What follows belongs to an exercise in optimizing a design on an open flow for small area, a short achievable clock period and few clock cycles; a production flow would make more cautious choices. The RTL was checked by simulation tests, not by an equivalence proof against the original design. Power figures rest on the tool's default switching activity, not on a simulated workload.

Setup of build 55:
==> flow/design.v <==
`default_nettype none
package fifd_pkg;
   localparam int CACHE_ENTRIES = 16;
   localparam int SLOT_W = (CACHE_ENTRIES > 1) ? $clog2(CACHE_ENTRIES) : 1;
   localparam logic OP_LOOKUP = 1'b0;
   localparam logic OP_FILL   = 1'b1;
endpackage
`default_nettype wire
`default_nettype none
module fifd_cell
(
   input  wire logic        clock,
   input  wire logic        reset,
   input  wire logic        wr_en,
   input  wire logic [31:0] wr_addr,
   input  wire logic [31:0] wr_word,
   input  wire logic [31:0] probe_addr,
   output logic             match,
   output logic [31:0]      word
);
   logic [31:0] tag_ff;
   logic [31:0] word_ff;
   logic        valid_ff;
   always_ff @(posedge clock) begin
      if (reset) begin
         valid_ff <= 1'b0;
      end else if (wr_en) begin
         valid_ff <= 1'b1;
      end
      if (wr_en) begin
         tag_ff  <= wr_addr;
         word_ff <= wr_word;
      end
   end
   assign match = valid_ff && (tag_ff == probe_addr);
   assign word  = word_ff;
endmodule
`default_nettype wire
`default_nettype none
module fifd_decode
(
   input  wire logic [31:0] raw,
   output logic [31:0]      instruction,
   output logic [5:0]       major_op,
   output logic             imm_flag,
   output logic             branch_mode,
   output logic [3:0]       reg_a,
   output logic [3:0]       reg_b,
   output logic [3:0]       reg_c,
   output logic [15:0]      immediate
);
   logic [31:0] ir;
   assign ir          = {raw[7:0], raw[15:8], raw[23:16], raw[31:24]};
   assign instruction = ir;
   assign major_op    = ir[31:26];
   assign imm_flag    = ir[25];
   assign branch_mode = ir[24];
   assign reg_a       = ir[23:20];
   assign reg_b       = ir[19:16];
   assign reg_c       = ir[15:12];
   assign immediate   = {ir[7:0], ir[15:8]};
endmodule
`default_nettype wire
`default_nettype none
module fifo_icache_fetch_decode
(
   input  wire logic        clock,
   input  wire logic        reset,
   input  wire logic        start,
   output logic             busy,
   input  wire logic        req_opcode,
   input  wire logic [31:0] req_fetch_address,
   input  wire logic [31:0] req_memory_word,
   output logic             rsp_valid,
   output logic             rsp_hit,
   output logic [31:0]      rsp_instruction,
   output logic [5:0]       rsp_major_op,
   output logic             rsp_imm_flag,
   output logic             rsp_branch_mode,
   output logic [3:0]       rsp_reg_a,
   output logic [3:0]       rsp_reg_b,
   output logic [3:0]       rsp_reg_c,
   output logic [15:0]      rsp_immediate
);
   localparam int N      = fifd_pkg::CACHE_ENTRIES;
   localparam int SLOT_W = fifd_pkg::SLOT_W;
   logic              fill_accept;
   logic [SLOT_W-1:0] slot_ff;
   logic [N-1:0]      match;
   logic [N-1:0]      wr_en;
   logic [N-1:0]      s1_sel;
   logic              s1_valid;
   logic [N-1:0][31:0] words;
   logic [N-1:0]      first;
   logic [31:0]       read_word;
   logic              out_valid;
   logic              out_hit;
   logic [31:0]       out_word;
   assign busy        = 1'b0;
   assign fill_accept = start && (req_opcode == fifd_pkg::OP_FILL);
   for (genvar i = 0; i < N; i++) begin : g_cell
      assign wr_en[i] = fill_accept && (slot_ff == SLOT_W'(i));
      fifd_cell u_cell (
         .clock      (clock),
         .reset      (reset),
         .wr_en      (wr_en[i]),
         .wr_addr    (req_fetch_address),
         .wr_word    (req_memory_word),
         .probe_addr (req_fetch_address),
         .match      (match[i]),
         .word       (words[i])
      );
   end
   always_ff @(posedge clock) begin
      if (reset) begin
         slot_ff  <= '0;
         s1_valid <= 1'b0;
      end else begin
         if (fill_accept) begin
            slot_ff <= slot_ff + 1'b1;
         end
         s1_valid <= start;
      end
      s1_sel <= (req_opcode == fifd_pkg::OP_FILL) ? wr_en : match;
   end
   always_comb begin
      logic seen;
      seen = 1'b0;
      for (int i = 0; i < N; i++) begin
         first[i] = s1_sel[i] && !seen;
         seen     = seen || s1_sel[i];
      end
   end
   always_comb begin
      read_word = '0;
      for (int i = 0; i < N; i++) begin
         read_word = read_word | (words[i] & {32{first[i]}});
      end
   end
   always_ff @(posedge clock) begin
      if (reset) begin
         out_valid <= 1'b0;
      end else begin
         out_valid <= s1_valid;
      end
      out_hit  <= |s1_sel;
      out_word <= read_word;
   end
   assign rsp_valid = out_valid;
   assign rsp_hit   = out_hit;
   fifd_decode u_decode (
      .raw         (out_word),
      .instruction (rsp_instruction),
      .major_op    (rsp_major_op),
      .imm_flag    (rsp_imm_flag),
      .branch_mode (rsp_branch_mode),
      .reg_a       (rsp_reg_a),
      .reg_b       (rsp_reg_b),
      .reg_c       (rsp_reg_c),
      .immediate   (rsp_immediate)
   );
endmodule
`default_nettype wire
export LEC_CHECK = 0
export ABC_AREA = 1
export CAP_MARGIN = 20
export CORE_MARGIN = 2
export CORE_UTILIZATION = 65
export SETUP_SLACK_MARGIN = 2.8
export SLEW_MARGIN = 20
create_clock -name core_clock -period 5.0 [get_ports {clock}]
run.sh (not shown) runs the stock make flow with config.mk's settings and CLKGATE_MAP_FILE= SYNTH_SCRIPT=/design/flow/synth_recipe.tcl, a recipe that flattens the netlist after the stock synthesis.
Testbench counts of build 55, summed over its fixed seeds: cycles 12,016.
#### Input delta (build 76 over build 55)
Settings: removing ABC_AREA (formerly 1); changing SETUP_SLACK_MARGIN from 2.8 to 3.0.
Results
- Build 76 | status: complete | timing, DRC, antenna: pass
- Critical path depth in cells ended up 2 higher on build 76 than on build 55.
- Looking at top layer used by detailed routing, the met5 result is from build 76; the met4 one comes from build 55.
- Compared with build 55, in build 76 wire length decreased by 17,000 um relative to the old numbers; clock period minus worst slack increased by 0.13 ns relative to the old numbers; wire length of the first global-routing pass lower.
- In the reports for build 55 and build 76, the larger via count of the first global-routing pass belongs to build 55.
Changes in build 79 relative to build 76:
Settings: an added CTS_CLUSTER_DIAMETER of 60; an added CTS_CLUSTER_SIZE of 24; a change of SETUP_SLACK_MARGIN from 3.0 to 2.9.
### Flow results
From build 76 to build 79, worst setup slack after placement did not move at all.
[compare] base=build 76 new=build 79: number of buffer and inverter stages on the critical path went down 2, global-route wire length before repair went down 4200 um, total wire length went down about 4.3%, layout overhead on the synthesized area went down 4.7 points, count of antenna diodes in the layout held.
### build 79 -> build 40
Settings: CTS_CLUSTER_DIAMETER: 60 -> 40; CTS_BUF_LIST: unset -> sky130_fd_sc_hd__clkbuf_8; SETUP_SLACK_MARGIN: 2.9 -> 2.7; CTS_CLUSTER_SIZE: 24 -> 16; CORE_UTILIZATION: 65 -> 40.
Power after layout: build 40 > build 79
Diff build 79 -> build 40: clock-buffer cell count increased 54, area growth from synthesis to layout increased 1.5 points.
Here is what was changed in the inputs of build 9 compared with build 40.
Settings: SETUP_SLACK_MARGIN: 2.7 -> 2.8; CTS_CLUSTER_SIZE: 16 -> 24; CORE_UTILIZATION: 40 -> 65; CTS_BUF_LIST: sky130_fd_sc_hd__clkbuf_8 -> unset; CTS_CLUSTER_DIAMETER: 40 -> 60.
- Compared build 9 vs build 40, and worst vdd rail ir drop is up in build 9.
- Build 9 vs build 40 — wire length reported by the detailed router climbed by a few percent
- Total number of cells along the worst setup path for build 9: 7 up relative to build 40
- Compare build 40 and build 9 | clock buffer count higher: build 40
- On cell area after synthesis, build 40 tracks build 9 almost exactly.
- The higher die area of build 40 and build 9 is in build 40.

## port drivers added, routing unchanged
The results above use ideal ports. As a check the final layouts listed here were re-extracted and re-timed, cells and wires unchanged.
Step 1: set_driving_cell puts a clkbuf_16 on clock and a buf_2 on each other input, an assumption about the parent block.
Step 2 moves the port delays by t, midway between the first and last clock arrival at a register: inputs arrive t later, outputs are due t later. That takes back most of the time a late clock gives input paths.
Three values: ideal ports, drivers, drivers and shift; two values: the first two.
run | t (ns) | slack for setup (ns) | worst setup path after step 2 | clock arrival spread, ns | worst data-port slew with drivers (ns)
build 55 | 0.727 | 2.736 / 2.778 / 2.051 | input to register | 0.020 / 0.020 | 0.09
build 76 | 0.718 | 2.602 / 2.602 / 2.332 | input to register | 0.040 / 0.039 | 0.09
build 79 | 0.712 | 2.737 / 2.700 / 2.228 | input to register | 0.026 / 0.026 | 0.09
build 40 | 0.895 | 2.639 / 2.573 / 1.863 | input to register | 0.060 / 0.059 | 0.13
build 9 | 0.714 | 2.750 / 2.689 / 2.048 | input to register | 0.027 / 0.027 | 0.08
After both steps every run listed still meets setup and hold. For build 40, which loses most, drivers alone change the setup slack by -0.066 ns; drivers and shift together by -0.776 ns.
